Source: an optimization exercise on an open RTL-to-GDS flow (aim: small area, a short achievable clock period and few clock cycles per item). Production flows keep margins and buffers that such runs may drop.
In this exercise RTL edits were held to simulation tests only and were not proved equivalent to the original.
No activity file was given, so power comes from the tool's default toggle rates.

===== design.v =====
package md5_block_engine_pkg;
  localparam logic [31:0] IV_H0 = 32'h67452301;
  localparam logic [31:0] IV_H1 = 32'hefcdab89;
  localparam logic [31:0] IV_H2 = 32'h98badcfe;
  localparam logic [31:0] IV_H3 = 32'h10325476;
endpackage
module md5_block_engine_step (
  input  logic [31:0] q,
  input  logic [31:0] b,
  input  logic [31:0] c,
  input  logic [31:0] d,
  input  logic [3:0]  fsel,
  input  logic [3:0]  rlo,
  input  logic [4:0]  rhi,
  output logic [31:0] b_new
);
  logic [31:0] f;
  logic [31:0] sum;
  logic [31:0] rot;
  assign f = ({32{fsel[0]}} & ((b & c) | (~b & d)))
           | ({32{fsel[1]}} & ((b & d) | (c & ~d)))
           | ({32{fsel[2]}} & (b ^ c ^ d))
           | ({32{fsel[3]}} & (c ^ (b | ~d)));
  md5_block_engine_add u_add_f (.a(q), .b(f), .s(sum));
  logic [31:0] rot1;
  assign rot1 = ({32{rlo[0]}} & sum)
              | ({32{rlo[1]}} & {sum[30:0], sum[31]})
              | ({32{rlo[2]}} & {sum[29:0], sum[31:30]})
              | ({32{rlo[3]}} & {sum[28:0], sum[31:29]});
  assign rot  = ({32{rhi[0]}} & {rot1[27:0], rot1[31:28]})
              | ({32{rhi[1]}} & {rot1[23:0], rot1[31:24]})
              | ({32{rhi[2]}} & {rot1[19:0], rot1[31:20]})
              | ({32{rhi[3]}} & {rot1[15:0], rot1[31:16]})
              | ({32{rhi[4]}} & {rot1[11:0], rot1[31:12]});
  md5_block_engine_add u_add_b (.a(b), .b(rot), .s(b_new));
endmodule
module md5_block_engine_add (
  input  logic [31:0] a,
  input  logic [31:0] b,
  output logic [31:0] s
);
  logic [31:0] p0, g0, p, g;
  assign p0 = a ^ b;
  assign g0 = a & b;
  always_comb begin
    g = g0;
    p = p0;
    for (int i = 0; i < 5; i++) begin
      for (int j = 0; j < 32; j++) begin
        if ((j >> i) % 2 == 1) begin
          g[j] = g[j] | (p[j] & g[((j >> i) << i) - 1]);
          p[j] = p[j] & p[((j >> i) << i) - 1];
        end
      end
    end
  end
  assign s = p0 ^ {g[30:0], 1'b0};
endmodule
import md5_block_engine_pkg::*;
module md5_block_engine (
  input  logic         clk_i,
  input  logic         rst_ni,
  input  logic         init_i,
  input  logic         msg_valid_i,
  output logic         msg_ready_o,
  input  logic [31:0]  msg_i,
  output logic         busy_o,
  output logic         hash_valid_o,
  output logic [127:0] hash_o
);
  function logic [31:0] md5_bswap(input logic [31:0] w);
    md5_bswap = {w[7:0], w[15:8], w[23:16], w[31:24]};
  endfunction
  function logic [31:0] md5_t(input logic [5:0] i);
    case (i)
      6'd0: md5_t = 32'hd76aa478;
      6'd1: md5_t = 32'he8c7b756;
      6'd2: md5_t = 32'h242070db;
      6'd3: md5_t = 32'hc1bdceee;
      6'd4: md5_t = 32'hf57c0faf;
      6'd5: md5_t = 32'h4787c62a;
      6'd6: md5_t = 32'ha8304613;
      6'd7: md5_t = 32'hfd469501;
      6'd8: md5_t = 32'h698098d8;
      6'd9: md5_t = 32'h8b44f7af;
      6'd10: md5_t = 32'hffff5bb1;
      6'd11: md5_t = 32'h895cd7be;
      6'd12: md5_t = 32'h6b901122;
      6'd13: md5_t = 32'hfd987193;
      6'd14: md5_t = 32'ha679438e;
      6'd15: md5_t = 32'h49b40821;
      6'd16: md5_t = 32'hf61e2562;
      6'd17: md5_t = 32'hc040b340;
      6'd18: md5_t = 32'h265e5a51;
      6'd19: md5_t = 32'he9b6c7aa;
      6'd20: md5_t = 32'hd62f105d;
      6'd21: md5_t = 32'h02441453;
      6'd22: md5_t = 32'hd8a1e681;
      6'd23: md5_t = 32'he7d3fbc8;
      6'd24: md5_t = 32'h21e1cde6;
      6'd25: md5_t = 32'hc33707d6;
      6'd26: md5_t = 32'hf4d50d87;
      6'd27: md5_t = 32'h455a14ed;
      6'd28: md5_t = 32'ha9e3e905;
      6'd29: md5_t = 32'hfcefa3f8;
      6'd30: md5_t = 32'h676f02d9;
      6'd31: md5_t = 32'h8d2a4c8a;
      6'd32: md5_t = 32'hfffa3942;
      6'd33: md5_t = 32'h8771f681;
      6'd34: md5_t = 32'h6d9d6122;
      6'd35: md5_t = 32'hfde5380c;
      6'd36: md5_t = 32'ha4beea44;
      6'd37: md5_t = 32'h4bdecfa9;
      6'd38: md5_t = 32'hf6bb4b60;
      6'd39: md5_t = 32'hbebfbc70;
      6'd40: md5_t = 32'h289b7ec6;
      6'd41: md5_t = 32'heaa127fa;
      6'd42: md5_t = 32'hd4ef3085;
      6'd43: md5_t = 32'h04881d05;
      6'd44: md5_t = 32'hd9d4d039;
      6'd45: md5_t = 32'he6db99e5;
      6'd46: md5_t = 32'h1fa27cf8;
      6'd47: md5_t = 32'hc4ac5665;
      6'd48: md5_t = 32'hf4292244;
      6'd49: md5_t = 32'h432aff97;
      6'd50: md5_t = 32'hab9423a7;
      6'd51: md5_t = 32'hfc93a039;
      6'd52: md5_t = 32'h655b59c3;
      6'd53: md5_t = 32'h8f0ccc92;
      6'd54: md5_t = 32'hffeff47d;
      6'd55: md5_t = 32'h85845dd1;
      6'd56: md5_t = 32'h6fa87e4f;
      6'd57: md5_t = 32'hfe2ce6e0;
      6'd58: md5_t = 32'ha3014314;
      6'd59: md5_t = 32'h4e0811a1;
      6'd60: md5_t = 32'hf7537e82;
      6'd61: md5_t = 32'hbd3af235;
      6'd62: md5_t = 32'h2ad7d2bb;
      6'd63: md5_t = 32'heb86d391;
      default: md5_t = 32'h0;
    endcase
  endfunction
  function logic [3:0] md5_pos(input logic [5:0] i);
    case (i[5:4])
      2'd0:    md5_pos = 4'd0;
      2'd1:    md5_pos = 4'd0 - {i[1:0], 2'b00};
      2'd2:    md5_pos = 4'd12 - {i[2:0], 1'b0};
      default: md5_pos = 4'd2 - 4'(i[3:0] * 4'd6);
    endcase
  endfunction
  function logic [4:0] md5_s(input logic [3:0] k);
    case (k)
      4'd0: md5_s = 5'd7;
      4'd1: md5_s = 5'd12;
      4'd2: md5_s = 5'd17;
      4'd3: md5_s = 5'd22;
      4'd4: md5_s = 5'd5;
      4'd5: md5_s = 5'd9;
      4'd6: md5_s = 5'd14;
      4'd7: md5_s = 5'd20;
      4'd8: md5_s = 5'd4;
      4'd9: md5_s = 5'd11;
      4'd10: md5_s = 5'd16;
      4'd11: md5_s = 5'd23;
      4'd12: md5_s = 5'd6;
      4'd13: md5_s = 5'd10;
      4'd14: md5_s = 5'd15;
      default: md5_s = 5'd21;
    endcase
  endfunction
  function logic [31:0] md5_iv_fin(input logic [1:0] k);
    case (k)
      2'd0:    md5_iv_fin = IV_H0;
      2'd1:    md5_iv_fin = IV_H3;
      2'd2:    md5_iv_fin = IV_H2;
      default: md5_iv_fin = IV_H1;
    endcase
  endfunction
  logic [1:0] rst_sync_q;
  logic       rst_n;
  always_ff @(posedge clk_i or negedge rst_ni) begin
    if (!rst_ni) rst_sync_q <= 2'b00;
    else         rst_sync_q <= {rst_sync_q[0], 1'b1};
  end
  assign rst_n = rst_sync_q[1];
  logic        ready_q, busy_q, hash_valid_q;
  logic [3:0]  wcnt_q, rel_q;
  logic [1:0]  cyc_q;
  logic        acc_q, init0_q, comp_q;
  logic [5:0]  pidx_q;
  logic        qv_q, bub_q, last4_q;
  logic [3:0]  fsel_q;
  logic [3:0]  rlo_q;
  logic [4:0]  rhi_q;
  logic [1:0]  col_q;
  logic        fin_v_q;
  logic [1:0]  fin_i_q;
  logic        blk_iv_q, h_iv_q;
  logic        xfer, first, prep, prep0, iv0, fin, fin_next;
  logic [3:0]  wcnt_d, rel_d;
  logic        comp_d, ready_d;
  assign xfer     = msg_valid_i & ready_q;
  assign first    = (wcnt_q == 4'd0);
  assign prep     = (pidx_q[5:4] == 2'd0) ? acc_q : ~bub_q;
  assign prep0    = acc_q & (pidx_q == 6'd0);
  assign iv0      = init0_q | h_iv_q;
  assign fin      = fin_v_q & (fin_i_q == 2'd3);
  assign fin_next = fin_v_q & (fin_i_q == 2'd2);
  assign wcnt_d = xfer ? wcnt_q + 4'd1 : wcnt_q;
  assign rel_d  = (xfer & first) ? 4'd1 : rel_q + 4'd1;
  assign comp_d = (xfer & first) | (comp_q & ~fin);
  always_comb begin
    if (wcnt_d == 4'd0) ready_d = (cyc_q == 2'd3) & (~comp_d | fin_next);
    else                ready_d = (rel_d == wcnt_d);
  end
  always_ff @(posedge clk_i or negedge rst_n) begin
    if (!rst_n) begin
      ready_q      <= 1'b0;
      busy_q       <= 1'b0;
      hash_valid_q <= 1'b0;
      wcnt_q       <= 4'd0;
      rel_q        <= 4'd0;
      cyc_q        <= 2'd0;
      acc_q        <= 1'b0;
      init0_q      <= 1'b0;
      comp_q       <= 1'b0;
      pidx_q       <= 6'd0;
      qv_q         <= 1'b0;
      bub_q        <= 1'b0;
      last4_q      <= 1'b0;
      fin_v_q      <= 1'b0;
      fin_i_q      <= 2'd0;
      blk_iv_q     <= 1'b0;
      h_iv_q       <= 1'b1;
    end else begin
      ready_q      <= ready_d;
      busy_q       <= (busy_q & ~fin) | (xfer & (wcnt_q == 4'd15));
      hash_valid_q <= fin;
      wcnt_q       <= wcnt_d;
      rel_q        <= rel_d;
      cyc_q        <= cyc_q + 2'd1;
      acc_q        <= xfer;
      init0_q      <= xfer & first & init_i;
      comp_q       <= comp_d;
      qv_q         <= prep;
      bub_q        <= prep & ((pidx_q == 6'd15) | (pidx_q == 6'd47));
      fin_v_q      <= qv_q & last4_q;
      fin_i_q      <= col_q;
      if (prep) begin
        pidx_q  <= pidx_q + 6'd1;
        last4_q <= (pidx_q[5:2] == 4'hf);
      end
      if (prep0)  blk_iv_q <= iv0;
      if (fin)    h_iv_q   <= 1'b0;
    end
  end
  logic [4:0] s_w;
  assign s_w = md5_s({pidx_q[5:4], pidx_q[1:0]});
  always_ff @(posedge clk_i) begin
    if (prep) begin
      fsel_q <= 4'b0001 << pidx_q[5:4];
      rlo_q  <= 4'b0001 << s_w[1:0];
      rhi_q  <= 5'b00001 << (s_w[4:2] - 3'd1);
      col_q  <= pidx_q[1:0];
    end
  end
  assign msg_ready_o  = ready_q;
  assign busy_o       = busy_q;
  assign hash_valid_o = hash_valid_q;
  logic [31:0] ring_q [16];
  always_ff @(posedge clk_i) begin
    ring_q[0] <= xfer ? md5_bswap(msg_i) : ring_q[15];
    for (int k = 1; k < 16; k++) ring_q[k] <= ring_q[k-1];
  end
  logic [3:0]  pos;
  logic [31:0] m_w;
  assign pos = md5_pos(pidx_q);
  always_comb begin
    m_w = 32'h0;
    for (int k = 0; k < 16; k++) begin
      if (k % 2 == 0 && pos == 4'(k)) m_w = m_w | ring_q[k];
    end
  end
  logic [31:0] a_q, b_q, c_q, d_q, q_q;
  logic [31:0] h_q [4];           
  logic [31:0] a_op, x_w, h_op, h_sum;
  assign a_op = qv_q ? d_q : ((prep0 & iv0) ? IV_H0 : a_q);
  logic [31:0] t_w, cs_s, cs_c, q_d;
  assign t_w  = md5_t(pidx_q);
  assign cs_s = a_op ^ m_w ^ t_w;
  assign cs_c = ((a_op & m_w) | (a_op & t_w) | (m_w & t_w)) << 1;
  md5_block_engine_add u_add_q (.a(cs_s), .b(cs_c), .s(q_d));
  md5_block_engine_step u_step (
    .q     (q_q),
    .b     (b_q),
    .c     (c_q),
    .d     (d_q),
    .fsel  (fsel_q),
    .rlo   (rlo_q),
    .rhi   (rhi_q),
    .b_new (x_w)
  );
  assign h_op  = blk_iv_q ? md5_iv_fin(fin_i_q) : h_q[0];
  md5_block_engine_add u_add_h (.a(h_op), .b(b_q), .s(h_sum));
  always_ff @(posedge clk_i) begin
    q_q <= q_d;
    if (qv_q) begin
      a_q <= d_q;
      b_q <= x_w;
      c_q <= b_q;
      d_q <= c_q;
    end else if (fin) begin
      a_q <= h_q[1];
      b_q <= h_sum;
      c_q <= h_q[3];
      d_q <= h_q[2];
    end else if (prep0 & iv0) begin
      a_q <= IV_H0;
      b_q <= IV_H1;
      c_q <= IV_H2;
      d_q <= IV_H3;
    end
    h_q[0] <= h_q[1];
    h_q[1] <= h_q[2];
    h_q[2] <= h_q[3];
    h_q[3] <= fin_v_q ? h_sum : h_q[0];
  end
  assign hash_o = {md5_bswap(h_q[0]), md5_bswap(h_q[3]), md5_bswap(h_q[2]), md5_bswap(h_q[1])};
endmodule

===== constraint.sdc =====
create_clock -name core_clock -period 10.0 [get_ports {clk_i}]
set_input_delay 2.0000 -clock core_clock [delete_from_list [all_inputs] [get_ports {clk_i}]]
set_output_delay 2.0000 -clock core_clock [all_outputs]
set_load 0.01 [all_outputs]

===== config.mk =====
export PLATFORM = sky130hd
export DESIGN_NAME = md5_block_engine
export DESIGN_NICKNAME = md5_block_engine
export VERILOG_FILES = /design/flow/design.v
export SDC_FILE = /design/flow/constraint.sdc
export NUM_CORES = 4
export LEC_CHECK = 0
export ABC_AREA = 1
export CAP_MARGIN = 20
export CORE_MARGIN = 2
export CORE_UTILIZATION = 40
export SETUP_SLACK_MARGIN = 5
export SLEW_MARGIN = 20
export SYNTH_HIERARCHICAL = 1

===== run.sh =====
#!/bin/bash
# synth_recipe.tcl (not shown) runs the flow's synth.tcl, then flattens the netlist and writes it again
# the make line also repeats each setting of config.mk as NAME=value (left out here)
make -C /OpenROAD-flow-scripts/flow DESIGN_CONFIG=/design/flow/config.mk WORK_HOME=/design/flow/orfs CLKGATE_MAP_FILE= SYNTH_SCRIPT=/design/flow/synth_recipe.tcl finish

==> flow_metrics.env, run 1 <==
export IMPL_cp_max_fo=7
export IMPL_powerDensity_nw_per_um2=370
export IMPL_synth_compound_area_share_pct=9.59
export IMPL_switching_share_pct=44.2
export IMPL_slew_viol_final=0
export IMPL_post_route_period_util_pct=52.8
export IMPL_m1WireLength_um=56000
export IMPL_cts_tree="built"
export IMPL_rsz0062_at_grt="true"
export IMPL_cts_buffer_depth=3
export IMPL_power_frac_comb_pct=51.7
export IMPL_yosys_warnings=10
export IMPL_syn_num_nets=5324
export IMPL_place_port_buffers=166
export IMPL_crit_path_start_kind="register"
export IMPL_cp_arrival_ns=5.65
export IMPL_synth_simple_area_share_pct=27.3
export IMPL_clkSlewWorstSetupHoldPaths_ns=0.07
export IMPL_rows=114
export IMPL_switchingPower_uw=7760
export IMPL_cts_root_buf="clkbuf_16"
export IMPL_fin_ws_ns=4.72
export IMPL_finalHoldViolations=0
export IMPL_grt_pass1_wl_um=191000
export IMPL_gr_total_overflow=0
export IMPL_final_setup_tns_ns=0
export IMPL_pwr_share_seq_pct=28.3
export IMPL_num_io_pins=167
export IMPL_synth_seq_cells=847
export IMPL_ys_flop_type="dfxtp_1"
export IMPL_synth_cell_types=54
export IMPL_drive_gt1_share_pct=12.9
export IMPL_wl_met3_um=7890
export IMPL_fmax_ghz=0.189
export IMPL_grt_pass1_vias=32100
export IMPL_area_delta_synth_final_pct=21.6
export IMPL_worst_pin_slew_ns=1.14
export IMPL_vias_per_cell=5.08
export IMPL_critPathMaxStageDelay_ns=0.46
export IMPL_synthArstFlopShare_pct=3.78
export IMPL_synth_fa_ha_area_share_pct=7.48
export IMPL_synth_edf_count=111
export IMPL_grt_max_degree=67
export IMPL_grt_util_all_layers_pct=24.8
export IMPL_ant_nets=0
export IMPL_clock_latency_ns=0.70
export IMPL_cts_sinks=847
export IMPL_p_leak_uw=0.0225
export IMPL_core_area_um2=96700
export IMPL_ir_worst_vdd_mv=0.179
export IMPL_firstDrtPassIters=8
export IMPL_dr_first_iter_drc_count=2755
export IMPL_dp_slack_ns=3.93
export IMPL_design_die_area_um2=100000
export IMPL_syn_area_um2=39100
export IMPL_skew_ns=0.0515
export IMPL_vias=34000
export IMPL_worstSetupPathType="reg -> reg"
export IMPL_holdWs_ns=0.278
export IMPL_syn_avg_cell_area_um2=7.69
export IMPL_top_layer="met4"
export IMPL_internal_power_uw=9810
export IMPL_dp_hpwl_um=89000
export IMPL_p_clk_share_pct=20.0
export IMPL_setup_viol=0
export IMPL_status="timing/DRC/antenna clean"
export IMPL_drc=0
export IMPL_p_total_uw=17600
export IMPL_muxShareOfSynthArea_pct=0
export IMPL_met2_length_um=57800
export IMPL_yosys_area_share_xor_xnor_pct=1.19
export IMPL_min_path_type="reg -> async"
export IMPL_cp_slowest_cell="edfxtp_1"
export IMPL_die_x_um=317
export IMPL_layout_common_cells="nand2_1 (1682), dfxtp_1 (704), inv_1 (520)"
export IMPL_layout_cells_most_common="nand2_1"
export IMPL_tritoncts_num_buffers=88
export IMPL_synth_top_family_by_area="simple AND/OR/NAND/NOR gates"
export IMPL_layout_min_cycle_time_ns=5.28
export IMPL_wl_per_cell_um=19.0
export IMPL_cap_violations=0
export IMPL_slew_headroom_pct=24.0
export IMPL_ys_seq_area_share_pct=46.6
export IMPL_cts_max_level=3
export IMPL_die_y_um=317
export IMPL_syn_instance_count=5085
export IMPL_gp_congestion=0.986
export IMPL_cp_common_cell="nand2_1"
export IMPL_antenna_found_initial=2
export IMPL_drt_total_wl_um=127000
export IMPL_final_nets=5585
export IMPL_required_ns=10.37
export IMPL_end_kind="register"
export IMPL_start_util_pct=40.4
area by class of cell:
class / count / area, µm²
Tap cell: 1276 / 1600
Multi-Input combinational cell: 3497 / 19000
Antenna cell: 1 / 2.50
Clock inverter: 40 / 527
Clock buffer: 124 / 2670
Sequential cell: 847 / 18200
Timing Repair Buffer: 338 / 3300
Inverter: 574 / 2190
Fill cell: 9277 / 49200
layer usage:
| layer | up-vias | global-route usage (%) |
|---|---|---|
| met2 | 1134 | 40.1 |
| met4 | 0 | 10.2 |
| met5 | - | 0 |
| met1 | 16000 | 33.1 |
| met3 | 305 | 4.06 |
| li1 | 16700 | - |
critical path: cells and delay by family (launching register included):
kind / cells / cell delay [ns]
compound gates: 2 / 0.29
fa+ha+maj: 5 / 1.51
buf+inv: 4 / 0.18
flops: 1 / 0.46
simple gates: 22 / 2.16
xor+xnor: 2 / 0.35
modules after synthesis (local to each module, per instance):
module | cell area [µm²] | cells | flops+latches
md5_block_engine | 27400 | 2734 | 847
md5_block_engine_step | 4810 | 1143 | 0
md5_block_engine_add | 1710 | 302 | 0
cells by family (layout without fill, tap and decap cells):
logic type,after synthesis,count (layout)
buf+inv,742,1076
xor+xnor,53,53
compound gates,636,636
simple gates,2602,2603
flops,847,847
fa+ha+maj,203,203
other cells,2,3
flip-flops by register name, indices dropped and copies added (netlist names), 2 cells and up:
name        cells
b_q            32
pidx_q          6
d_q            32
q_q            32
fin_i_q         2
h_q           128
wcnt_q          4
rel_q           4
c_q            32
a_q            32
rhi_q           5
cyc_q           2
fsel_q          4
col_q           2
ring_q        512
rlo_q           4
rst_sync_q      2
cell usage after synthesis (7+ instances only):
| cell | number | share of area [%] |
|---|---|---|
| nand2_4 | 13 | 0.37 |
| nor2_2 | 24 | 0.38 |
| buf_1 | 24 | 0.23 |
| fa_1 | 51 | 2.6 |
| o2111ai_1 | 10 | 0.22 |
| dfxtp_1 | 704 | 36 |
| a21boi_0 | 8 | 0.15 |
| xor2_1 | 37 | 0.83 |
| nand2_2 | 53 | 0.85 |
| buf_2 | 36 | 0.46 |
| or2_1 | 8 | 0.13 |
| edfxtp_1 | 111 | 8.5 |
| a21oi_1 | 190 | 2.4 |
| nand3_2 | 7 | 0.18 |
| xnor2_1 | 16 | 0.36 |
| nor2_1 | 457 | 4.4 |
| o21ai_0 | 251 | 3.2 |
| dfrtp_1 | 31 | 2.0 |
| o221ai_1 | 7 | 0.16 |
| nand2_1 | 1757 | 17 |
| nand3b_1 | 33 | 0.63 |
| or2_2 | 9 | 0.14 |
| o211ai_1 | 42 | 0.81 |
| buf_4 | 11 | 0.21 |
| a21oi_2 | 8 | 0.18 |
| buf_6 | 11 | 0.32 |
| ha_1 | 152 | 4.9 |
| nand4_1 | 41 | 0.66 |
| inv_2 | 34 | 0.33 |
| o31ai_1 | 7 | 0.13 |
| clkbuf_1 | 82 | 0.79 |
| nor3_1 | 17 | 0.22 |
| o22a_1 | 33 | 0.74 |
| o22ai_1 | 26 | 0.42 |
| inv_1 | 535 | 5.1 |
| nand3_1 | 170 | 2.2 |
| a22o_1 | 32 | 0.72 |
path summary, 6_finish.rpt:
kind                       depth (start not counted)  slack, ns       endpoint           from
max in group asynchronous                          1       8.41  rst_sync_q[1]         rst_ni
hold reg to reg                                    1       0.28       blk_iv_q  rst_sync_q[1]
hold / removal                                     1       0.28       blk_iv_q  rst_sync_q[1]
min in group core_clock                            0       0.32   ring_q[8][2]   ring_q[7][2]
setup / recovery                                  35       4.72        b_q[17]        c_q[12]
setup reg to reg                                  35       4.72        b_q[17]        c_q[12]
through the flow:
stage	cells	area (µm²)	util, %
floorplan	5085	39100	-
global placement	6394	41800	43.2
detailed placement	6394	41800	43.2
CTS	6628	46300	47.9
global route	6696	47500	49.1
finish	6697	47500	49.1
what timing repair did:
item / 4_1_cts / 5_1_grt
endpoints found under the setup margin: 60 / 54
setup buffers: 67 / 63
gates cloned: 3 / 4
gates resized for setup: 163 / 169
pin swaps: 29 / 49
hold buffers: 0 / 0
power groups by stage:
stage / Combinational (µW) / Clock, µW / Sequential [µW]
finish: 9080 / 3510 / 4980
global route: 10100 / 3710 / 5060
global placement: 7970 / 0 / 5040
CTS: 8510 / 3570 / 4980
floorplan: 5530 / 0 / 4860
detailed placement: 8020 / 0 / 5040
Testbench counts, summed over its fixed seeds: cycles 34,880, blocks 512.
==> run 2: changes to the inputs <==
--- a/design.v
+++ b/design.v
@@ -21,7 +21,7 @@
            | ({32{fsel[1]}} & ((b & d) | (c & ~d)))
            | ({32{fsel[2]}} & (b ^ c ^ d))
            | ({32{fsel[3]}} & (c ^ (b | ~d)));
-  md5_block_engine_add u_add_f (.a(q), .b(f), .s(sum));
+  md5_block_engine_add_ks u_add_f (.a(q), .b(f), .s(sum));
   logic [31:0] rot1;
   assign rot1 = ({32{rlo[0]}} & sum)
               | ({32{rlo[1]}} & {sum[30:0], sum[31]})
@@ -32,7 +32,7 @@
               | ({32{rhi[2]}} & {rot1[19:0], rot1[31:20]})
               | ({32{rhi[3]}} & {rot1[15:0], rot1[31:16]})
               | ({32{rhi[4]}} & {rot1[11:0], rot1[31:12]});
-  md5_block_engine_add u_add_b (.a(b), .b(rot), .s(b_new));
+  md5_block_engine_add_ks u_add_b (.a(b), .b(rot), .s(b_new));
 endmodule
 module md5_block_engine_add (
   input  logic [31:0] a,
@@ -53,6 +53,28 @@
         end
       end
     end
+  end
+  assign s = p0 ^ {g[30:0], 1'b0};
+endmodule
+module md5_block_engine_add_ks (
+  input  logic [31:0] a,
+  input  logic [31:0] b,
+  output logic [31:0] s
+);
+  logic [31:0] p0, g0, p, g;
+  assign p0 = a ^ b;
+  assign g0 = a & b;
+  always_comb begin
+    g = g0;
+    p = p0;
+    for (int i = 0; i < 5; i++) begin
+      for (int j = 31; j >= 0; j--) begin
+        if (j >= (1 << i)) begin
+          g[j] = g[j] | (p[j] & g[j - (1 << i)]);
+          p[j] = p[j] & p[j - (1 << i)];
+        end
+      end
+    end
   end
   assign s = p0 ^ {g[30:0], 1'b0};
 endmodule
==> run 2 against run 1 <==
Compared with the run above: cell count increased by 5.8%; register-to-register slack improved by 0.18 ns; combinational power increased by 9.0%; worst hold slack got worse by 0.024 ns; synthesized cell count increased by 6.9%; design area increased by 5.2%; via count increased by 8.4%; flip-flop and latch count unchanged; first-iteration DRC count increased by 21%; power increased by 2.9%; sequential share of layout area decreased by 1.9 points; die area increased by 3.3%; critical path type unchanged; largest cell class unchanged; highest routed layer is now met5.
==> flow_metrics.env, run 2 <==
export IMPL_status="timing/DRC/antenna clean"
export IMPL_die_x_um=322
export IMPL_switching_share_pct=46.4
export IMPL_slew_headroom_pct=19.7
export IMPL_start_util_pct=40.3
export IMPL_syn_area_um2=40400
export IMPL_ant_nets=0
export IMPL_syn_instance_count=5436
export IMPL_slew_viol_final=0
export IMPL_firstDrtPassIters=7
export IMPL_regArea_um2=18200
export IMPL_antenna_found_initial=8
export IMPL_fmax_ghz=0.196
export IMPL_synth_top_area_share_pct=34.9
export IMPL_cts_hold_buf=0
export IMPL_area_delta_synth_final_pct=23.7
export IMPL_layout_common_cells="nand2_1 (1761), dfxtp_1 (704), inv_1 (622)"
export IMPL_setup_viol=0
export IMPL_reg2reg_from="fsel_q[1]"
export IMPL_drc=0
export IMPL_largest_reg_flops=512
export IMPL_rows=116
export IMPL_switchingPower_uw=8390
export IMPL_cp_slowest_cell="edfxtp_1"
export IMPL_final_nets=5943
export IMPL_p_total_uw=18100
export IMPL_internal_power_uw=9700
export IMPL_grt_pass1_wl_um=217000
export IMPL_required_ns=10.41
export IMPL_critPathMaxStageDelay_ns=0.44
export IMPL_multiInputGateArea_um2=21100
export IMPL_ys_seq_area_share_pct=45.1
export IMPL_min_path_type="reg -> async"
export IMPL_max_flop_register="ring_q"
export IMPL_cp_common_cell="nand2_1"
export IMPL_yosys_warnings=11
export IMPL_m1WireLength_um=63800
export IMPL_finalHoldViolations=0
export IMPL_cts_tree="built"
export IMPL_drt_total_wl_um=150000
export IMPL_dp_hpwl_um=106000
export IMPL_holdWs_ns=0.254
export IMPL_ir_worst_vdd_mv=0.178
export IMPL_vias_per_cell=5.21
export IMPL_gr_total_overflow=0
export IMPL_post_synth_top_count_cell="nand2_1"
export IMPL_synth_top_cells_by_count="nand2_1 (1967), dfxtp_1 (704), inv_1 (655)"
export IMPL_layout_cells_most_common="nand2_1"
export IMPL_top_layer="met5"
export IMPL_met2_length_um=67800
export IMPL_worst_pin_slew_ns=1.20
export IMPL_drive_gt1_share_pct=16.1
export IMPL_cp_max_fo=5
export IMPL_yosysTopAreaCell="dfxtp_1"
export IMPL_syn_avg_cell_area_um2=7.43
export IMPL_design_die_area_um2=104000
export IMPL_crit_path_start_kind="register"
export IMPL_end_kind="register"
export IMPL_fill_cells=9643
export IMPL_num_io_pins=167
export IMPL_clock_latency_ns=0.69
export IMPL_cap_violations=0
export IMPL_cts_max_level=3
export IMPL_cts_root_buf="clkbuf_16"
export IMPL_layout_min_cycle_time_ns=5.10
export IMPL_p_clk_share_pct=18.6
export IMPL_rsz0062_at_grt="true"
export IMPL_synth_edf_count=111
export IMPL_place_port_buffers=166
export IMPL_power_frac_comb_pct=54.8
export IMPL_ys_top_cells_by_area="dfxtp_1 (35%), nand2_1 (18%), edfxtp_1 (8.2%)"
export IMPL_die_y_um=322
export IMPL_wl_met3_um=10900
export IMPL_cp_arrival_ns=5.50
export IMPL_largestRegisters="ring_q x512, h_q x128"
export IMPL_synthArstFlopShare_pct=3.78
export IMPL_gp_congestion=0.989
export IMPL_tritoncts_num_buffers=88
export IMPL_grt_util_all_layers_pct=28.0
export IMPL_synth_cell_types=57
export IMPL_ys_flop_type="dfxtp_1"
export IMPL_p_leak_uw=0.0237
export IMPL_skew_ns=0.0471
export IMPL_cts_sinks=847
export IMPL_synth_seq_cells=847
export IMPL_pwr_share_seq_pct=26.6
export IMPL_grt_max_degree=71
export IMPL_cts_buffer_depth=3
export IMPL_post_route_period_util_pct=51.0
export IMPL_syn_num_nets=5669
export IMPL_dr_first_iter_drc_count=3341
export IMPL_clkSlewWorstSetupHoldPaths_ns=0.07
export IMPL_worstSetupPathType="reg -> reg"
export IMPL_vias=36900
export IMPL_grt_pass1_vias=34100
export IMPL_cp_startpoint="fsel_q[1]"
export IMPL_core_area_um2=100000
export IMPL_final_setup_tns_ns=0
export IMPL_wl_per_cell_um=21.2
export IMPL_powerDensity_nw_per_um2=362
## run 2: changes by cell type in the layout (fill, tap and decap cells not counted), sizes merged, moves of 7 or more
cell / change
inv: +107
nor2: +19
buf: +7
a21oi: -13
nand3: +10
xor2: +15
nand2: +208
nand4: +22
fa: -8
## run 2: worst paths after layout
kind	to	slack, ns	cells after the start
max	b_q[30]	4.90	37
min	hash_valid_q	0.25	1
max reg2reg	b_q[30]	4.90	37
min reg2reg	hash_valid_q	0.25	1
max in group asynchronous	rst_sync_q[1]	8.41	1
min in group core_clock	ring_q[2][12]	0.31	0
## run 2: Yosys stat by module (local to each module, per instance)
module                   times used  flip-flops and latches  cells inside  area [µm²]
md5_block_engine_step             1                       0          1143        4810
md5_block_engine                  1                     847          2705       27400
md5_block_engine_add_ks           2                       0           492        2390
md5_block_engine_add              2                       0           302        1720
## run 2: repair_timing
item                                    4_1_cts  5_1_grt
resized for setup                           173      480
setup buffers                                58       76
pin swaps                                    43      180
cloned                                        5        5
endpoints found under the setup margin       61       47
## run 2: kinds of logic (layout without fill, tap and decap cells)
group                    after synthesis  count (layout)  share of synthesized area (%)
adder cells (fa/ha/maj)              197             197                           6.90
other                                  2               3                         0.0186
XOR/XNOR                              62              62                           1.34
flip-flops                           847             847                           45.1
AO/OA/AOI/OAI                        625             625                           9.23
AND/OR/NAND/NOR                     2858            2861                           29.1
buffers and inverters                845            1191                           8.34
## run 2: routing by layer
layer	vias to the layer above	GRT usage, %
met4	6	12.6
met1	17400	36.8
li1	17700	-
met5	-	0
met3	344	5.12
met2	1441	44.6
## run 2: critical path, delay by kind of cell (launching register included)
family | cells | cell delay, ns
simple gates | 26 | 2.40
compound gates | 4 | 0.47
buf+inv | 5 | 0.74
fa+ha+maj | 2 | 0.71
flops | 1 | 0.44
## run 2: through the flow
stage / instances / cell area, µm² / setup WS (ns) / util [%]
2_1_floorplan: 5436 / 40400 / 5.39 / -
3_3_place_gp: 6773 / 43200 / 3.69 / 43.2
3_5_place_dp: 6773 / 43200 / 3.60 / 43.2
6_report: 7084 / 50000 / 4.90 / 49.9
4_1_cts: 7001 / 47600 / 4.94 / 47.5
5_1_grt: 7083 / 50000 / 4.67 / 49.9
## run 2: area by class of cell
type	count	share of cell area, %
inverters	679	5.16
clock inverters	41	0.901
multi-input cells	3747	42.3
repair buffers	346	6.81
flip-flops and latches	847	36.5
clock buffers	124	5.11
diodes	1	0.00501
repair inverters	1	0.0100
well taps	1298	3.25
## run 2: power groups by stage
stage | registers [µW] | logic (µW) | clock network [µW]
after floorplan | 4640 | 5440 | 0
after global placement | 4860 | 8180 | 0
after detailed placement | 4860 | 8210 | 0
after CTS | 4800 | 8660 | 3430
after global routing | 4850 | 10800 | 3560
final | 4810 | 9900 | 3370
Testbench counts of run 2, summed over its fixed seeds: cycles 34,880, blocks 512.
==> run 3: changes to the inputs <==
--- a/design.v
+++ b/design.v
@@ -6,23 +6,19 @@
 endpackage
 module md5_block_engine_step (
   input  logic [31:0] q,
+  input  logic [31:0] u,
+  input  logic [31:0] v,
   input  logic [31:0] b,
-  input  logic [31:0] c,
-  input  logic [31:0] d,
-  input  logic [3:0]  fsel,
   input  logic [3:0]  rlo,
   input  logic [4:0]  rhi,
   output logic [31:0] b_new
 );
-  logic [31:0] f;
-  logic [31:0] sum;
-  logic [31:0] rot;
-  assign f = ({32{fsel[0]}} & ((b & c) | (~b & d)))
-           | ({32{fsel[1]}} & ((b & d) | (c & ~d)))
-           | ({32{fsel[2]}} & (b ^ c ^ d))
-           | ({32{fsel[3]}} & (c ^ (b | ~d)));
-  md5_block_engine_add_ks u_add_f (.a(q), .b(f), .s(sum));
-  logic [31:0] rot1;
+  logic [31:0] f, p, g, cy, sum, rot1, rot;
+  assign f = (b & u) | (~b & v);
+  assign p = q ^ f;
+  assign g = q & f;
+  md5_block_engine_pfx u_pfx (.p(p), .g(g), .c(cy));
+  assign sum = p ^ {cy[30:0], 1'b0};
   assign rot1 = ({32{rlo[0]}} & sum)
               | ({32{rlo[1]}} & {sum[30:0], sum[31]})
               | ({32{rlo[2]}} & {sum[29:0], sum[31:30]})
@@ -34,6 +30,36 @@
               | ({32{rhi[4]}} & {rot1[11:0], rot1[31:12]});
   md5_block_engine_add_ks u_add_b (.a(b), .b(rot), .s(b_new));
 endmodule
+module md5_block_engine_pfx (
+  input  logic [31:0] p,
+  input  logic [31:0] g,
+  output logic [31:0] c
+);
+  logic [31:0] pp, gg;
+  always_comb begin
+    gg = g;
+    pp = p;
+    for (int i = 0; i < 5; i++) begin
+      for (int j = 31; j >= 0; j--) begin
+        if (j >= (1 << i)) begin
+          gg[j] = gg[j] | (pp[j] & gg[j - (1 << i)]);
+          pp[j] = pp[j] & pp[j - (1 << i)];
+        end
+      end
+    end
+  end
+  assign c = gg;
+endmodule
+module md5_block_engine_add_ks (
+  input  logic [31:0] a,
+  input  logic [31:0] b,
+  output logic [31:0] s
+);
+  logic [31:0] p, cy;
+  assign p = a ^ b;
+  md5_block_engine_pfx u_pfx (.p(p), .g(a & b), .c(cy));
+  assign s = p ^ {cy[30:0], 1'b0};
+endmodule
 module md5_block_engine_add (
   input  logic [31:0] a,
   input  logic [31:0] b,
@@ -56,7 +82,7 @@
   end
   assign s = p0 ^ {g[30:0], 1'b0};
 endmodule
-module md5_block_engine_add_ks (
+module md5_block_engine_add_bk (
   input  logic [31:0] a,
   input  logic [31:0] b,
   output logic [31:0] s
@@ -68,8 +94,16 @@
     g = g0;
     p = p0;
     for (int i = 0; i < 5; i++) begin
-      for (int j = 31; j >= 0; j--) begin
-        if (j >= (1 << i)) begin
+      for (int j = 0; j < 32; j++) begin
+        if (j % (2 << i) == (2 << i) - 1) begin
+          g[j] = g[j] | (p[j] & g[j - (1 << i)]);
+          p[j] = p[j] & p[j - (1 << i)];
+        end
+      end
+    end
+    for (int i = 3; i >= 0; i--) begin
+      for (int j = 0; j < 32; j++) begin
+        if (j >= (2 << i) && j % (2 << i) == (1 << i) - 1) begin
           g[j] = g[j] | (p[j] & g[j - (1 << i)]);
           p[j] = p[j] & p[j - (1 << i)];
         end
@@ -209,9 +243,9 @@
   logic [3:0]  wcnt_q, rel_q;
   logic [1:0]  cyc_q;
   logic        acc_q, init0_q, comp_q;
-  logic [5:0]  pidx_q;
+  logic [5:0]  pidx_q, pidx_n_q;
+  logic        pz_q;
   logic        qv_q, bub_q, last4_q;
-  logic [3:0]  fsel_q;
   logic [3:0]  rlo_q;
   logic [4:0]  rhi_q;
   logic [1:0]  col_q;
@@ -224,7 +258,7 @@
   assign xfer     = msg_valid_i & ready_q;
   assign first    = (wcnt_q == 4'd0);
   assign prep     = (pidx_q[5:4] == 2'd0) ? acc_q : ~bub_q;
-  assign prep0    = acc_q & (pidx_q == 6'd0);
+  assign prep0    = acc_q & pz_q;
   assign iv0      = init0_q | h_iv_q;
   assign fin      = fin_v_q & (fin_i_q == 2'd3);
   assign fin_next = fin_v_q & (fin_i_q == 2'd2);
@@ -247,6 +281,8 @@
       init0_q      <= 1'b0;
       comp_q       <= 1'b0;
       pidx_q       <= 6'd0;
+      pidx_n_q     <= 6'd1;
+      pz_q         <= 1'b1;
       qv_q         <= 1'b0;
       bub_q        <= 1'b0;
       last4_q      <= 1'b0;
@@ -269,7 +305,9 @@
       fin_v_q      <= qv_q & last4_q;
       fin_i_q      <= col_q;
       if (prep) begin
-        pidx_q  <= pidx_q + 6'd1;
+        pidx_q   <= pidx_n_q;
+        pidx_n_q <= pidx_n_q + 6'd1;
+        pz_q     <= (pidx_n_q == 6'd0);
         last4_q <= (pidx_q[5:2] == 4'hf);
       end
       if (prep0)  blk_iv_q <= iv0;
@@ -280,7 +318,6 @@
   assign s_w = md5_s({pidx_q[5:4], pidx_q[1:0]});
   always_ff @(posedge clk_i) begin
     if (prep) begin
-      fsel_q <= 4'b0001 << pidx_q[5:4];
       rlo_q  <= 4'b0001 << s_w[1:0];
       rhi_q  <= 5'b00001 << (s_w[4:2] - 3'd1);
       col_q  <= pidx_q[1:0];
@@ -294,38 +331,58 @@
     ring_q[0] <= xfer ? md5_bswap(msg_i) : ring_q[15];
     for (int k = 1; k < 16; k++) ring_q[k] <= ring_q[k-1];
   end
-  logic [3:0]  pos;
+  logic [5:0]  pidx_d;
+  logic [3:0]  pos_d;
+  logic [7:0]  sel_q;
   logic [31:0] m_w;
-  assign pos = md5_pos(pidx_q);
+  assign pidx_d = prep ? pidx_n_q : pidx_q;
+  assign pos_d  = md5_pos(pidx_d);
+  logic [31:0] t_q;
+  always_ff @(posedge clk_i) sel_q <= 8'b1 << pos_d[3:1];
+  always_ff @(posedge clk_i or negedge rst_n) begin
+    if (!rst_n)    t_q <= md5_t(6'd0);
+    else if (prep) t_q <= md5_t(pidx_n_q);
+  end
   always_comb begin
     m_w = 32'h0;
-    for (int k = 0; k < 16; k++) begin
-      if (k % 2 == 0 && pos == 4'(k)) m_w = m_w | ring_q[k];
-    end
+    for (int k = 0; k < 8; k++) m_w = m_w | ({32{sel_q[k]}} & ring_q[2*k]);
   end
-  logic [31:0] a_q, b_q, c_q, d_q, q_q;
+  logic [31:0] a_q, b_q, c_q, d_q;
+  logic [31:0] q_q, u_q, v_q;
   logic [31:0] h_q [4];           
   logic [31:0] a_op, x_w, h_op, h_sum;
   assign a_op = qv_q ? d_q : ((prep0 & iv0) ? IV_H0 : a_q);
   logic [31:0] t_w, cs_s, cs_c, q_d;
-  assign t_w  = md5_t(pidx_q);
+  assign t_w  = t_q;
   assign cs_s = a_op ^ m_w ^ t_w;
   assign cs_c = ((a_op & m_w) | (a_op & t_w) | (m_w & t_w)) << 1;
   md5_block_engine_add u_add_q (.a(cs_s), .b(cs_c), .s(q_d));
+  logic [31:0] c_n, d_n, u_d, v_d;
+  assign c_n = qv_q ? b_q : ((prep0 & iv0) ? IV_H2 : c_q);
+  assign d_n = qv_q ? c_q : ((prep0 & iv0) ? IV_H3 : d_q);
+  always_comb begin
+    case (pidx_q[5:4])
+      2'd0:    begin u_d = c_n;           v_d = d_n;          end
+      2'd1:    begin u_d = c_n | d_n;     v_d = c_n & ~d_n;   end
+      2'd2:    begin u_d = ~(c_n ^ d_n);  v_d = c_n ^ d_n;    end
+      default: begin u_d = ~c_n;          v_d = ~(c_n ^ d_n); end
+    endcase
+  end
   md5_block_engine_step u_step (
     .q     (q_q),
+    .u     (u_q),
+    .v     (v_q),
     .b     (b_q),
-    .c     (c_q),
-    .d     (d_q),
-    .fsel  (fsel_q),
     .rlo   (rlo_q),
     .rhi   (rhi_q),
     .b_new (x_w)
   );
   assign h_op  = blk_iv_q ? md5_iv_fin(fin_i_q) : h_q[0];
-  md5_block_engine_add u_add_h (.a(h_op), .b(b_q), .s(h_sum));
+  md5_block_engine_add_bk u_add_h (.a(h_op), .b(b_q), .s(h_sum));
   always_ff @(posedge clk_i) begin
     q_q <= q_d;
+    u_q <= u_d;
+    v_q <= v_d;
     if (qv_q) begin
       a_q <= d_q;
       b_q <= x_w;
--- a/config.mk
+++ b/config.mk
@@ -8,7 +8,7 @@
 export ABC_AREA = 1
 export CAP_MARGIN = 20
 export CORE_MARGIN = 2
-export CORE_UTILIZATION = 40
+export CORE_UTILIZATION = 55
 export SETUP_SLACK_MARGIN = 5
 export SLEW_MARGIN = 20
 export SYNTH_HIERARCHICAL = 1
==> run 3 against run 2 <==
Compared with the run above: wire length up 1.5%; flip-flop and latch count up 107; combinational power up 5%; first-iteration DRC count up 19%; clock skew up 0.056 ns; clock power up 13%; critical path type unchanged; still clean; via count up 6.7%; sequential share of layout area up 2.5 points; sequential power up 24%; cell count down 0.76%; area after synthesis up 9.2%; largest cell class unchanged; utilization up 15 points.
==> flow_metrics.env, run 3 <==
export IMPL_design_die_area_um2=82500
export IMPL_min_delay_path_depth=0
export IMPL_skew_ns=0.103
export IMPL_worstSetupPathType="reg -> reg"
export IMPL_tritoncts_num_buffers=94
export IMPL_ir_worst_vdd_mv=0.258
export IMPL_r2r_end="b_q[26]"
export IMPL_post_route_period_util_pct=47.8
export IMPL_cts_tree="built"
export IMPL_cts_buffer_depth=3
export IMPL_cp_max_fo=5
export IMPL_required_ns=10.41
export IMPL_largestRegisters="ring_q x512, h_q x128"
export IMPL_worst_pin_slew_ns=1.16
export IMPL_final_nets=6210
export IMPL_drive_gt1_share_pct=9.32
export IMPL_final_setup_tns_ns=0
export IMPL_pwr_share_seq_pct=29.6
export IMPL_power_frac_comb_pct=51.5
export IMPL_cp_slowest_cell="edfxtp_1"
export IMPL_syn_area_um2=44100
export IMPL_drc=0
export IMPL_cts_sinks=954
export IMPL_slew_viol_final=0
export IMPL_syn_num_nets=6084
export IMPL_min_path_type="reg -> reg"
export IMPL_dr_first_iter_drc_count=3990
export IMPL_die_y_um=287
export IMPL_cp_common_cell="nand2_1"
export IMPL_gp_congestion=1.03
export IMPL_clock_latency_ns=0.70
export IMPL_rrSetupSlack_ns=5.22
export IMPL_switching_share_pct=46.1
export IMPL_layout_cells_most_common="nand2_1"
export IMPL_vias_per_cell=5.60
export IMPL_max_flop_register="ring_q"
export IMPL_slew_headroom_pct=22.4
export IMPL_wl_per_cell_um=21.7
export IMPL_hold_start="ring_q[11][23]"
export IMPL_status="timing/DRC/antenna clean"
export IMPL_grt_util_all_layers_pct=36.2
export IMPL_grt_pass1_wl_um=225000
export IMPL_layout_min_cycle_time_ns=4.78
export IMPL_switchingPower_uw=9290
export IMPL_reg2reg_from="b_q[5]"
export IMPL_syn_avg_cell_area_um2=7.64
export IMPL_num_io_pins=167
export IMPL_core_area_um2=79100
export IMPL_firstDrtPassIters=6
export IMPL_drt_total_wl_um=152000
export IMPL_powerDensity_nw_per_um2=395
export IMPL_utilization_pct=64.5
export IMPL_cp_arrival_ns=5.18
export IMPL_largest_reg_flops=512
export IMPL_clkSlewWorstSetupHoldPaths_ns=0.06
export IMPL_cap_violations=0
export IMPL_crit_path_start_kind="register"
export IMPL_grt_pass1_vias=36400
export IMPL_grt_max_degree=86
export IMPL_dp_hpwl_um=111000
export IMPL_p_leak_uw=0.0246
export IMPL_area_delta_synth_final_pct=15.7
export IMPL_place_port_buffers=166
export IMPL_vias=39400
export IMPL_yosys_warnings=12
export IMPL_die_x_um=287
export IMPL_gr_total_overflow=0
export IMPL_fmax_ghz=0.209
export IMPL_fill_cells=6975
export IMPL_internal_power_uw=10900
export IMPL_p_clk_share_pct=19.0
export IMPL_cts_max_level=3
export IMPL_critPathMaxStageDelay_ns=0.54
export IMPL_ant_nets=0
export IMPL_cts_root_buf="clkbuf_16"
export IMPL_end_kind="register"
export IMPL_antenna_found_initial=5
export IMPL_rows=103
export IMPL_layout_common_cells="nand2_1 (1626), dfxtp_1 (840), inv_1 (770)"
export IMPL_setup_viol=0
export IMPL_finalHoldViolations=0
export IMPL_start_util_pct=55.7
export IMPL_hold_path_endpoint="ring_q[12][23]"
export IMPL_syn_instance_count=5774
export IMPL_rsz0062_at_grt="false"
export IMPL_rr_worst_depth=31
run 3: cell types whose count changed in the layout (fill, tap and decap cells not counted), moves of 58 or more:
| cell | before | now |
|---|---|---|
| nand2_2 | 209 | 85 |
| nand2_1 | 1761 | 1626 |
| nand3_1 | 150 | 307 |
| a21oi_1 | 144 | 287 |
| o21ai_0 | 218 | 394 |
| dfxtp_1 | 704 | 840 |
| edfxtp_1 | 111 | 43 |
| inv_1 | 622 | 770 |
| nor2_1 | 411 | 353 |
| ha_1 | 95 | 171 |
| buf_4 | 139 | 81 |
run 3: cell type report:
type | count | area, µm² | share of cell area (%)
Antenna cell | 2 | 5.00 | 0.00980
Clock buffer | 126 | 2770 | 5.43
Clock inverter | 48 | 691 | 1.35
Inverter | 787 | 2960 | 5.81
Multi-Input combinational cell | 3812 | 21100 | 41.2
Sequential cell | 954 | 19900 | 39.0
Tap cell | 1050 | 1310 | 2.57
Timing Repair Buffer | 251 | 2330 | 4.56
run 3: layer usage:
| metal | global-route usage (%) | vias to the layer above | wire, µm | share of wire, % |
|---|---|---|---|---|
| met5 | 0 | - | 0 | 0 |
| met4 | 19.9 | 0 | 9400 | 6.2 |
| met3 | 4.92 | 373 | 12400 | 8.1 |
| met2 | 56.2 | 1751 | 67300 | 44 |
| met1 | 49.0 | 18600 | 63200 | 42 |
| li1 | - | 18700 | - | - |
run 3: stage by stage:
| stage | total power, µW | worst slack, ns | instance area (µm²) | hold slack [ns] | std cells |
|---|---|---|---|---|---|
| final | 20200 | 5.22 | 51000 | 0.312 | 7030 |
| after global routing | 21500 | 4.93 | 51000 | 0.320 | 7028 |
| after CTS | 19500 | 5.00 | 50000 | 0.305 | 6988 |
| after detailed placement | 15600 | 4.85 | 46500 | 0.312 | 6808 |
| after global placement | 15500 | 4.81 | 46500 | 0.310 | 6808 |
| after floorplan | 12100 | 6.20 | 44100 | 0.310 | 5774 |
run 3: power groups by stage:
stage          clock, µW  sequential, µW  combinational [µW]
6_report            3820            5960               10400
5_1_grt             4020            6030               11400
4_1_cts             3860            5890                9740
3_5_place_dp           0            5950                9650
3_3_place_gp           0            5960                9570
2_1_floorplan          0            5620                6480
run 3: repair_timing:
item	in CTS	in global routing
pin swaps	0	6
hold endpoints to repair	0	0
resized for setup	6	160
hold buffers	0	0
gates cloned	0	0
endpoints found under the setup margin	13	37
buffers inserted	6	38
run 3: worst max-delay path: cells and delay by family (launching register included):
family                     cells  cell delay, ns
and+or+nand+nor               25            2.61
adders and majority gates      2            0.75
muxes                          1            0.42
AOI/OAI and AO/OA              1            0.05
DFF                            1            0.54
buffers and inverters          2            0.15
run 3: how the worst max path moves through the flow:
stage	from	endpoint	slack [ns]	cells past startpoint
after global routing	b_q[10]	b_q[31]	4.93	34
after CTS	b_q[18]	b_q[26]	5.00	33
after detailed placement	b_q[12]	b_q[26]	4.85	30
after floorplan	b_q[12]	b_q[30]	6.20	32
after global placement	b_q[12]	b_q[30]	4.81	30
final	b_q[5]	b_q[26]	5.22	31
Testbench counts of run 3, summed over its fixed seeds: cycles 34,880, blocks 512.
==> run 4: changes to the inputs <==
--- a/design.v
+++ b/design.v
@@ -17,7 +17,7 @@
   assign f = (b & u) | (~b & v);
   assign p = q ^ f;
   assign g = q & f;
-  md5_block_engine_pfx u_pfx (.p(p), .g(g), .c(cy));
+  md5_block_engine_pfx u_pfx (.p(q | f), .g(g), .c(cy));
   assign sum = p ^ {cy[30:0], 1'b0};
   assign rot1 = ({32{rlo[0]}} & sum)
               | ({32{rlo[1]}} & {sum[30:0], sum[31]})
@@ -57,7 +57,7 @@
 );
   logic [31:0] p, cy;
   assign p = a ^ b;
-  md5_block_engine_pfx u_pfx (.p(p), .g(a & b), .c(cy));
+  md5_block_engine_pfx u_pfx (.p(a | b), .g(a & b), .c(cy));
   assign s = p ^ {cy[30:0], 1'b0};
 endmodule
 module md5_block_engine_add (
--- a/config.mk
+++ b/config.mk
@@ -9,6 +9,8 @@
 export CAP_MARGIN = 20
 export CORE_MARGIN = 2
 export CORE_UTILIZATION = 55
+export CTS_CLUSTER_DIAMETER = 120
+export CTS_CLUSTER_SIZE = 24
 export SETUP_SLACK_MARGIN = 5
 export SLEW_MARGIN = 20
 export SYNTH_HIERARCHICAL = 1
==> run 4 against run 3 <==
Compared with the run above: still clean on timing, DRC and antenna; global-route usage is 0.44 points lower; via count is 1.5% higher; cell count is 3.1% higher; area after synthesis is 3.5% higher; clock power is 42% lower; non-clock buffer count is 1 lower; maximum frequency is 0.86% higher; largest power group unchanged; highest routed layer unchanged.
==> flow_metrics.env, run 4 <==
export IMPL_core_area_um2=82100
export IMPL_clkSlewWorstSetupHoldPaths_ns=0.10
export IMPL_finalHoldViolations=0
export IMPL_gr_total_overflow=0
export IMPL_fmax_ghz=0.211
export IMPL_start_util_pct=55.6
export IMPL_fill_cells=7595
export IMPL_grt_pass1_vias=36900
export IMPL_rsz0062_at_grt="false"
export IMPL_place_port_buffers=166
export IMPL_firstDrtPassIters=8
export IMPL_dp_slack_ns=5.00
export IMPL_cp_slowest_cell="edfxtp_1"
export IMPL_p_leak_uw=0.0257
export IMPL_setup_viol=0
export IMPL_drt_total_wl_um=155000
export IMPL_vias_per_cell=5.51
export IMPL_grt_max_degree=143
export IMPL_slew_viol_final=0
export IMPL_gp_congestion=1.03
export IMPL_num_io_pins=167
export IMPL_antenna_found_initial=2
export IMPL_grt_pass1_wl_um=231000
export IMPL_powerDensity_nw_per_um2=359
export IMPL_fin_ws_ns=5.26
export IMPL_cts_buffer_depth=3
export IMPL_layout_cells_most_common="nand2_1"
export IMPL_cts_root_buf="clkbuf_16"
export IMPL_largest_reg_flops=512
export IMPL_cap_violations=0
export IMPL_drc=0
export IMPL_worst_pin_slew_ns=1.25
export IMPL_end_kind="register"
export IMPL_ant_nets=0
export IMPL_syn_area_um2=45600
export IMPL_area_delta_synth_final_pct=9.48
export IMPL_crit_family="simple AND/OR/NAND/NOR gates"
export IMPL_critPathMaxStageDelay_ns=0.59
export IMPL_cts_tree="built"
export IMPL_status="timing/DRC/antenna clean"
export IMPL_final_nets=6530
export IMPL_required_ns=10.39
export IMPL_post_route_period_util_pct=47.4
export IMPL_syn_instance_count=6079
export IMPL_design_die_area_um2=85300
export IMPL_die_y_um=292
export IMPL_skew_ns=0.0230
export IMPL_rrSetupSlack_ns=5.26
export IMPL_cts_hold_buf=0
export IMPL_cp_max_fo=7
export IMPL_vias=40000
export IMPL_r2r_end="b_q[28]"
export IMPL_reg2reg_from="b_q[16]"
export IMPL_largestRegisters="ring_q x512, h_q x128"
export IMPL_dp_hpwl_um=116000
export IMPL_grt_util_all_layers_pct=35.8
export IMPL_yosys_warnings=12
export IMPL_ir_worst_vdd_mv=0.194
export IMPL_wl_per_cell_um=21.4
export IMPL_min_path_type="reg -> async"
export IMPL_cts_sinks=954
export IMPL_crit_path_start_kind="register"
export IMPL_rr_worst_depth=31
export IMPL_slew_headroom_pct=16.4
export IMPL_syn_num_nets=6451
export IMPL_dr_first_iter_drc_count=3916
export IMPL_layout_min_cycle_time_ns=4.74
export IMPL_layout_common_cells="nand2_1 (1667), inv_1 (987), dfxtp_1 (840)"
export IMPL_max_flop_register="ring_q"
export IMPL_worstSetupPathType="reg -> reg"
export IMPL_die_x_um=292
export IMPL_syn_avg_cell_area_um2=7.51
export IMPL_rows=105
export IMPL_cp_num_buf_inv=7
export IMPL_tritoncts_num_buffers=48
export IMPL_cp_common_cell="nand2_1"
export IMPL_final_setup_tns_ns=0
export IMPL_cts_max_level=2
export IMPL_clock_latency_ns=0.67
export IMPL_drive_gt1_share_pct=5.54
export IMPL_p_total_uw=17900
export IMPL_utilization_pct=60.9
export IMPL_cp_arrival_ns=5.13
==> run 4: changes by cell type in the layout (fill, tap and decap cells not counted), moves of 18 or more <==
cell / before / now
ha_1: 171 / 283
nor2_1: 353 / 374
nand2_2: 85 / 61
ha_4: 37 / 0
mux2_2: 25 / 0
inv_1: 770 / 987
clkinv_2: 18 / 0
nand2_1: 1626 / 1667
clkbuf_16: 100 / 49
==> run 4: report_power, final <==
group | internal (µW) | switching [µW] | total, µW
combinational | 3380 | 6490 | 9870
sequential | 5000 | 843 | 5840
clock | 930 | 1290 | 2220
total | 9310 | 8630 | 17900
==> run 4: what timing repair did <==
action,4_1_cts,5_1_grt
gates resized for setup,2,54
setup endpoints to repair,1,31
setup buffers,0,32
==> run 4: how the worst max path moves through the flow <==
stage,from,to,slack (ns),cells past startpoint
2_1_floorplan,b_q[2],b_q[31],6.47,33
3_3_place_gp,fin_i_q[0],b_q[23],4.68,19
3_5_place_dp,b_q[5],b_q[25],5.00,34
4_1_cts,b_q[23],b_q[26],5.00,33
5_1_grt,b_q[3],b_q[30],4.99,36
6_report,b_q[16],b_q[28],5.26,31
==> run 4: per-stage QoR <==
| step | instance area [µm²] | instances | hold WS [ns] |
|---|---|---|---|
| 2_1_floorplan | 45600 | 6079 | 0.310 |
| 3_3_place_gp | 48100 | 7142 | 0.270 |
| 3_5_place_dp | 48100 | 7143 | 0.276 |
| 4_1_cts | 49500 | 7213 | 0.281 |
| 5_1_grt | 50000 | 7249 | 0.284 |
| 6_report | 50000 | 7251 | 0.262 |
==> run 4: final cells by class <==
cell class	count	area (µm²)	share of cell area (%)
inverters	1004	3780	7.56
clock buffers	61	1270	2.54
repair buffers	250	2360	4.71
diodes	3	7.51	0.0150
clock inverters	9	165	0.330
multi-input cells	3900	21100	42.3
well taps	1070	1340	2.68
flip-flops and latches	954	19900	39.9
==> run 4: per-layer routing <==
metal	up-vias	wire (µm)	GRT usage, %
li1	19200	-	-
met2	1738	66400	54.3
met3	248	14100	6.42
met5	-	0	0
met4	0	6910	14.8
met1	18700	68000	50.2
Testbench counts of run 4, summed over its fixed seeds: cycles 34,880, blocks 512.
==> run 5: changes to the inputs <==
==> flow/run.sh (new file) <==
#!/bin/bash
set -euo pipefail
bash standard.sh SETUP_SLACK_MARGIN=6 finish > standard_flow.log 2>&1
==> standard.sh (new file) <==
#!/bin/bash
# synth_recipe.tcl (not shown) runs the flow's synth.tcl, then flattens the netlist and writes it again
# the make line also repeats each setting of config.mk as NAME=value (left out here)
make -C /OpenROAD-flow-scripts/flow DESIGN_CONFIG=/design/flow/config.mk WORK_HOME=/design/flow/orfs CLKGATE_MAP_FILE= SYNTH_SCRIPT=/design/flow/synth_recipe.tcl "${@:-finish}"
--- a/config.mk
+++ b/config.mk
@@ -11,6 +11,5 @@
 export CORE_UTILIZATION = 55
 export CTS_CLUSTER_DIAMETER = 120
 export CTS_CLUSTER_SIZE = 24
-export SETUP_SLACK_MARGIN = 5
 export SLEW_MARGIN = 20
 export SYNTH_HIERARCHICAL = 1
removed: run.sh
==> run 5 against run 4 <==
Compared with the run above: cell count up 0.61%; via count increased by 2.1%; flip-flop and latch count did not move; highest routed layer is now met5; synthesized cell count is the same; count of clock-buffer cells in the layout unchanged; combinational power grew 13%; utilization rose by 3.0 points; non-clock buffer count increased by 46; sequential power barely moved; power up 7.3%.
==> flow_metrics.env, run 5 <==
export IMPL_cp_max_fo=4
export IMPL_vias_per_cell=5.59
export IMPL_grt_pass1_vias=37700
export IMPL_yosys_warnings=12
export IMPL_cts_hold_buf=0
export IMPL_dp_cells=7143
export IMPL_p_leak_uw=0.0264
export IMPL_grt_max_degree=82
export IMPL_cts_root_buf="clkbuf_16"
export IMPL_vias=40800
export IMPL_rows=105
export IMPL_design_die_area_um2=85300
export IMPL_setup_viol=0
export IMPL_antennaDiodeCount=0
export IMPL_max_flop_register="ring_q"
export IMPL_drive_gt1_share_pct=14.2
export IMPL_end_kind="register"
export IMPL_cp_common_cell="nand2_2"
export IMPL_dr_first_iter_drc_count=4136
export IMPL_largestRegisters="ring_q x512, h_q x128"
export IMPL_start_util_pct=55.6
export IMPL_cp_slowest_cell="edfxtp_1"
export IMPL_wl_per_cell_um=22.2
export IMPL_gp_congestion=1.03
export IMPL_place_port_buffers=166
export IMPL_slew_viol_final=0
export IMPL_ir_worst_vdd_mv=0.196
export IMPL_die_y_um=292
export IMPL_final_cells=7295
export IMPL_cts_tree="built"
export IMPL_grt_pass1_wl_um=237000
export IMPL_clkSlewWorstSetupHoldPaths_ns=0.11
export IMPL_syn_instance_count=6079
export IMPL_syn_num_nets=6451
export IMPL_cp_arrival_ns=4.77
export IMPL_syn_area_um2=45600
export IMPL_rsz0062_at_grt="true"
export IMPL_cp_startpoint="b_q[7]"
export IMPL_layout_cells_most_common="nand2_1"
export IMPL_final_area_um2=52500
export IMPL_rr_worst_depth=34
export IMPL_post_dp_cell_area_um2=48100
export IMPL_critPathMaxStageDelay_ns=0.49
export IMPL_layout_common_cells="nand2_1 (1437), inv_1 (916), dfxtp_1 (837)"
export IMPL_layout_min_cycle_time_ns=4.40
export IMPL_drt_total_wl_um=162000
export IMPL_firstDrtPassIters=6
export IMPL_grt_util_all_layers_pct=36.6
export IMPL_status="timing/DRC/antenna clean"
export IMPL_r2r_end="b_q[30]"
export IMPL_cts_max_level=2
export IMPL_crit_path_start_kind="register"
export IMPL_post_route_period_util_pct=44.0
export IMPL_worst_pin_slew_ns=1.14
export IMPL_fmax_ghz=0.227
export IMPL_powerDensity_nw_per_um2=367
export IMPL_die_x_um=292
export IMPL_finalHoldViolations=0
export IMPL_rrSetupSlack_ns=5.60
export IMPL_required_ns=10.37
export IMPL_final_nets=6577
export IMPL_num_io_pins=167
export IMPL_ant_nets=0
export IMPL_syn_avg_cell_area_um2=7.51
export IMPL_final_setup_tns_ns=0
export IMPL_dp_hpwl_um=116000
export IMPL_min_path_type="reg -> async"
export IMPL_worstSetupPathType="reg -> reg"
export IMPL_largest_reg_flops=512
export IMPL_antenna_found_initial=3
export IMPL_cts_sinks=954
export IMPL_slew_headroom_pct=24.1
export IMPL_core_area_um2=82100
export IMPL_critPathCapture="b_q[30]"
export IMPL_gr_total_overflow=0
export IMPL_utilization_pct=63.9
export IMPL_skew_ns=0.0243
export IMPL_holdWs_ns=0.259
export IMPL_reg2reg_from="b_q[7]"
export IMPL_drc=0
export IMPL_cap_violations=0
export IMPL_cts_buffer_depth=3
export IMPL_tritoncts_num_buffers=48
export IMPL_area_delta_synth_final_pct=15.0
export IMPL_clock_latency_ns=0.67
==> run 5: cell types whose count changed in the layout (fill, tap and decap cells not counted), moves of 52 or more <==
| cell | change |
|---|---|
| nand2_1 | -230 |
| nand2_2 | +178 |
| nand2_4 | +52 |
| nor2_1 | -52 |
| inv_2 | +61 |
| inv_1 | -71 |
==> run 5: repair_timing <==
action,4_1_cts,5_1_grt
cloned,1,3
setup buffers,52,23
endpoints found under the setup margin,60,48
gates resized for setup,335,385
pin swaps,116,136
==> run 5: stage by stage <==
stage / worst slack [ns] / total power, µW
after global placement: 4.68 / 15300
final: 5.60 / 19300
after detailed placement: 5.00 / 15400
after global routing: 5.38 / 20600
after CTS: 5.76 / 18200
after floorplan: 6.47 / 12100
==> run 5: how the worst min path moves through the flow <==
stage,endpoint,cells past startpoint
2_1_floorplan,ring_q[10][0],0
3_3_place_gp,rel_q[3],0
3_5_place_dp,rel_q[3],0
4_1_cts,rel_q[2],0
5_1_grt,rel_q[2],0
6_report,rel_q[2],0
==> run 5: layer usage <==
layer | global-route usage [%] | part of all wire, % | wire length (µm) | vias to the layer above
met4 | 15.6 | 4.9 | 7940 | 2
met5 | 0 | 0.025 | 41 | -
met2 | 55.4 | 43 | 69200 | 1808
met3 | 7.61 | 9.5 | 15400 | 327
met1 | 50.7 | 43 | 69400 | 19300
li1 | - | - | - | 19300
==> run 5: critical path: cells and delay by family (launching register included) <==
kind | cells | cell delay (ns)
AOI/OAI and AO/OA | 3 | 0.52
adders and majority gates | 2 | 0.35
buffers and inverters | 6 | 0.50
DFF | 1 | 0.49
and+or+nand+nor | 23 | 2.19
==> run 5: area by class of cell <==
class,instances,area [µm²]
Timing Repair Buffer,296,2930
Clock inverter,9,165
Clock buffer,61,1270
Fill cell,7309,29600
Multi-Input combinational cell,3900,23000
Sequential cell,954,19900
Timing Repair inverter,1,8.76
Inverter,1004,3820
Tap cell,1070,1340
==> run 5: power breakdown <==
part / switching (µW) / internal (µW) / total, µW
clock: 1290 / 930 / 2220
combinational: 7270 / 3910 / 11200
sequential: 857 / 5000 / 5860

## re-timing with driven ports
No port has a modelled driver above. Below, the same layouts with a new extraction and two added sets of constraints.
Step 1: set_driving_cell puts a clkbuf_16 on clk_i and a buf_2 on each other input, an assumption about the parent block.
Step 2 times the ports against the registers' clock, not the clock port: input delays grow and output delays shrink by t, the midpoint of the rising clock arrivals with the driver on.
Three values: no drivers, after step 1, after step 2; two values: the first two.
| run | t, ns | setup slack, ns | worst hold slack (ns) | slew at the worst register clock pin (ns) |
|---|---|---|---|---|
| run 1 | 0.739 | 4.721 / 4.721 / 4.721 | 0.278 / 0.278 / 0.278 | 0.07 / 0.07 |
| run 2 | 0.741 | 4.904 / 4.904 / 4.904 | 0.254 / 0.254 / 0.254 | 0.07 / 0.07 |
| run 3 | 0.723 | 5.223 / 5.223 / 5.223 | 0.312 / 0.312 / 0.312 | 0.07 / 0.07 |
| run 4 | 0.731 | 5.264 / 5.264 / 5.264 | 0.262 / 0.262 / 0.262 | 0.11 / 0.11 |
| run 5 | 0.726 | 5.601 / 5.601 / 5.493 | 0.259 / 0.259 / 0.259 | 0.11 / 0.11 |
After both steps setup and hold are still met in every run listed. The setup slack of run 5, which loses most, moves by 0.000 ns with the drivers and by -0.108 ns with both steps.
